Background: an optimization exercise with open tools, aiming at small area, a short achievable clock period and few clock cycles. Do not read the settings as production practice.
In this exercise RTL edits were held to simulation tests only and were not proved equivalent to the original.
Power and IR drop assume default switching activity.

## north
// movegen_top
module movegen_top #(
  parameter int STACK_DEPTH = movegen_pkg::STACK_DEPTH_DEFAULT
) (
  input  logic                   clk,
  input  logic                   i_rst_n,
  input  logic                   i_pos_valid,
  input  logic                   i_pos_sop,
  input  movegen_pkg::pos_data_t i_pos_data,
  input  logic                   i_wtp,
  input  logic                   i_start,
  output logic                   o_uci_valid,
  output movegen_pkg::uci_move_t o_uci_data,
  output logic                   o_uci_sop,
  output logic                   o_uci_eop
);
For scale: about 950 cells after synthesis, about 430 flip-flops, ~31 I/O pins.
==> module movegen_board_load, before the edit <==
module movegen_board_load (
  input  logic                   clk,
  input  logic                   i_rst_n,
  input  logic                   i_pos_valid,
  input  logic                   i_pos_sop,
  input  movegen_pkg::pos_data_t i_pos_data,
  output logic                   o_valid,
  output logic                   o_sop,
  output movegen_pkg::pos_data_t o_data,
  output movegen_pkg::square_t   o_square,
  output movegen_pkg::board_t    o_board
);
  logic                   valid_q;
  logic                   sop_q;
  movegen_pkg::pos_data_t data_q;
  movegen_pkg::board_t    board_q;
  movegen_pkg::square_t   count_q;
  always_ff @(posedge clk or negedge i_rst_n) begin
    if (!i_rst_n) begin
      valid_q <= 1'b0;
    end else begin
      valid_q <= i_pos_valid;
    end
  end
  always_ff @(posedge clk) begin
    sop_q <= i_pos_sop;
    data_q <= i_pos_data;
  end
  always_ff @(posedge clk) begin
    if (valid_q) begin
      board_q <= {data_q, board_q[255:4]};
    end
  end
  assign o_square = sop_q ? movegen_pkg::square_t'(0) : count_q;
  always_ff @(posedge clk) begin
    if (valid_q) begin
      count_q <= movegen_pkg::square_t'(o_square + 1'b1);
    end
  end
  assign o_valid = valid_q;
  assign o_sop = sop_q;
  assign o_data = data_q;
  assign o_board = board_q;
endmodule
==> module movegen_piece_stack, before the edit <==
module movegen_piece_stack (
  input  logic                   clk,
  input  logic                   i_valid,
  input  logic                   i_sop,
  input  movegen_pkg::pos_data_t i_data,
  input  movegen_pkg::square_t   i_square,
  output logic [1:0][2:0][6:0]   o_list,
  output logic [1:0][1:0]        o_count,
  output logic [1:0]             o_ovf,
  output logic [1:0]             o_first_v,
  output logic [1:0][6:0]        o_first
);
  logic [1:0][2:0][6:0] list_q;
  logic [1:0][1:0]      count_q;
  logic [1:0]           ovf_q;
  logic                 leaper;
  logic [1:0]           hit;
  logic [6:0]           entry;
  assign leaper = i_data[0] & ~i_data[1];
  assign hit[1] = i_valid & leaper & i_data[movegen_pkg::COLOUR_BIT];
  assign hit[0] = i_valid & leaper & ~i_data[movegen_pkg::COLOUR_BIT];
  assign entry = {i_data[2], i_square};
  always_ff @(posedge clk) begin
    for (int c = 0; c < 2; c++) begin
      if (i_valid & i_sop) begin
        count_q[c] <= {1'b0, hit[c]};
        ovf_q[c] <= 1'b0;
      end else if (hit[c]) begin
        if (count_q[c] == 2'd3) begin
          ovf_q[c] <= 1'b1;
        end else begin
          count_q[c] <= count_q[c] + 2'd1;
        end
      end
      if (hit[c]) begin
        list_q[c] <= {list_q[c][1:0], entry};
      end
    end
  end
  assign o_list = list_q;
  assign o_count = count_q;
  assign o_ovf = ovf_q;
  always_comb begin
    for (int c = 0; c < 2; c++) begin
      o_first_v[c] = hit[c] | (count_q[c] != 2'd0);
      o_first[c] = hit[c] ? entry : list_q[c][0];
    end
  end
endmodule
clock: 9.0 ns
lec_check: 0
cap_margin: 20
core_margin: 2
core_utilization: 65
cts_cluster_diameter: 80
cts_cluster_size: 24
slew_margin: 20
standard.sh (not shown) runs the stock make flow with config.mk's settings and CLKGATE_MAP_FILE= SYNTH_SCRIPT=/design/flow/synth_recipe.tcl, a recipe that flattens the netlist after the stock synthesis.
==> flow/flow/run.sh <==
#!/bin/bash
# The standard layout, with timing repair aimed below the clock period: the
# repair steps keep working on any path slower than 9.0 - SETUP_SLACK_MARGIN ns.
# The clock period, constraints and synthesis are the standard flow's own.
set -euo pipefail
export SETUP_SLACK_MARGIN=6.5
bash standard.sh > standard_flow.log 2>&1
Testbench counts of north, summed over its fixed seeds: cycles 29,871.
Here is what was changed in the inputs of west compared with north.
--- a/flow/design.v
+++ b/flow/design.v
@@ -23,42 +23,28 @@
   output logic                   o_valid,
   output logic                   o_sop,
   output movegen_pkg::pos_data_t o_data,
   output movegen_pkg::square_t   o_square,
   output movegen_pkg::board_t    o_board
 );
-  logic                   valid_q;
-  logic                   sop_q;
-  movegen_pkg::pos_data_t data_q;
   movegen_pkg::board_t    board_q;
   movegen_pkg::square_t   count_q;
-  always_ff @(posedge clk or negedge i_rst_n) begin
-    if (!i_rst_n) begin
-      valid_q <= 1'b0;
-    end else begin
-      valid_q <= i_pos_valid;
-    end
-  end
-  always_ff @(posedge clk) begin
-    sop_q <= i_pos_sop;
-    data_q <= i_pos_data;
-  end
   always_ff @(posedge clk) begin
-    if (valid_q) begin
-      board_q <= {data_q, board_q[255:4]};
+    if (i_pos_valid) begin
+      board_q <= {i_pos_data, board_q[255:4]};
     end
   end
-  assign o_square = sop_q ? movegen_pkg::square_t'(0) : count_q;
+  assign o_square = i_pos_sop ? movegen_pkg::square_t'(0) : count_q;
   always_ff @(posedge clk) begin
-    if (valid_q) begin
+    if (i_pos_valid) begin
       count_q <= movegen_pkg::square_t'(o_square + 1'b1);
     end
   end
-  assign o_valid = valid_q;
-  assign o_sop = sop_q;
-  assign o_data = data_q;
+  assign o_valid = i_pos_valid;
+  assign o_sop = i_pos_sop;
+  assign o_data = i_pos_data;
   assign o_board = board_q;
 endmodule
 module movegen_piece_stack (
   input  logic                   clk,
   input  logic                   i_valid,
   input  logic                   i_sop,
@@ -99,14 +85,14 @@
   end
   assign o_list = list_q;
   assign o_count = count_q;
   assign o_ovf = ovf_q;
   always_comb begin
     for (int c = 0; c < 2; c++) begin
-      o_first_v[c] = hit[c] | (count_q[c] != 2'd0);
-      o_first[c] = hit[c] ? entry : list_q[c][0];
+      o_first_v[c] = (count_q[c] != 2'd0);
+      o_first[c] = list_q[c][0];
     end
   end
 endmodule
 module movegen_leaper_targets (
   input  movegen_pkg::square_t i_square,
   input  logic                 i_knight,
Findings:
When the final numbers for north and west were put side by side, the routability congestion estimate from global placement turned out to be greater in north.
Of north and west, the higher register-to-register slack belongs to west.
Of north and west, the run reporting the higher least setup slack across all paths after layout was north.
Area after synthesis (lower): west
Total power consumption of the routed design | west below north
west vs north, capturing instance or port of the critical path: o_uci_sop vs o_uci_eop
Testbench counts of west, summed over its fixed seeds: cycles 29,871.

[separate check: timing with driven ports]
How much do the figures lean on ideal ports? The routed layouts below were timed once more, with nothing changed but the port constraints. Step 1: set_driving_cell puts a clkbuf_16 on clk and a buf_2 on each other input, an assumption about the parent block. Step 2, shift: input delay + t, output delay - t, t = (earliest + latest rising clock arrival at the registers) / 2. This alone moves slack from input paths to output paths. a / b / c = ideal / step 1 / step 2; a / b = the first two.
| run | shift t [ns] | slack for setup (ns) | worst setup path at the end | worst slew at a driven data input, ns | cell pins on the clock port's net |
|---|---|---|---|---|---|
| north | 0.566 | 6.176 / 6.126 / 5.990 | input to register | 0.06 | 1 |
| west | 0.583 | 6.149 / 6.097 / 5.912 | input to register | 0.15 | 1 |
After both steps every run listed still meets setup and hold. For west, which loses most, drivers alone change the setup slack by -0.052 ns; drivers and shift together by -0.237 ns.
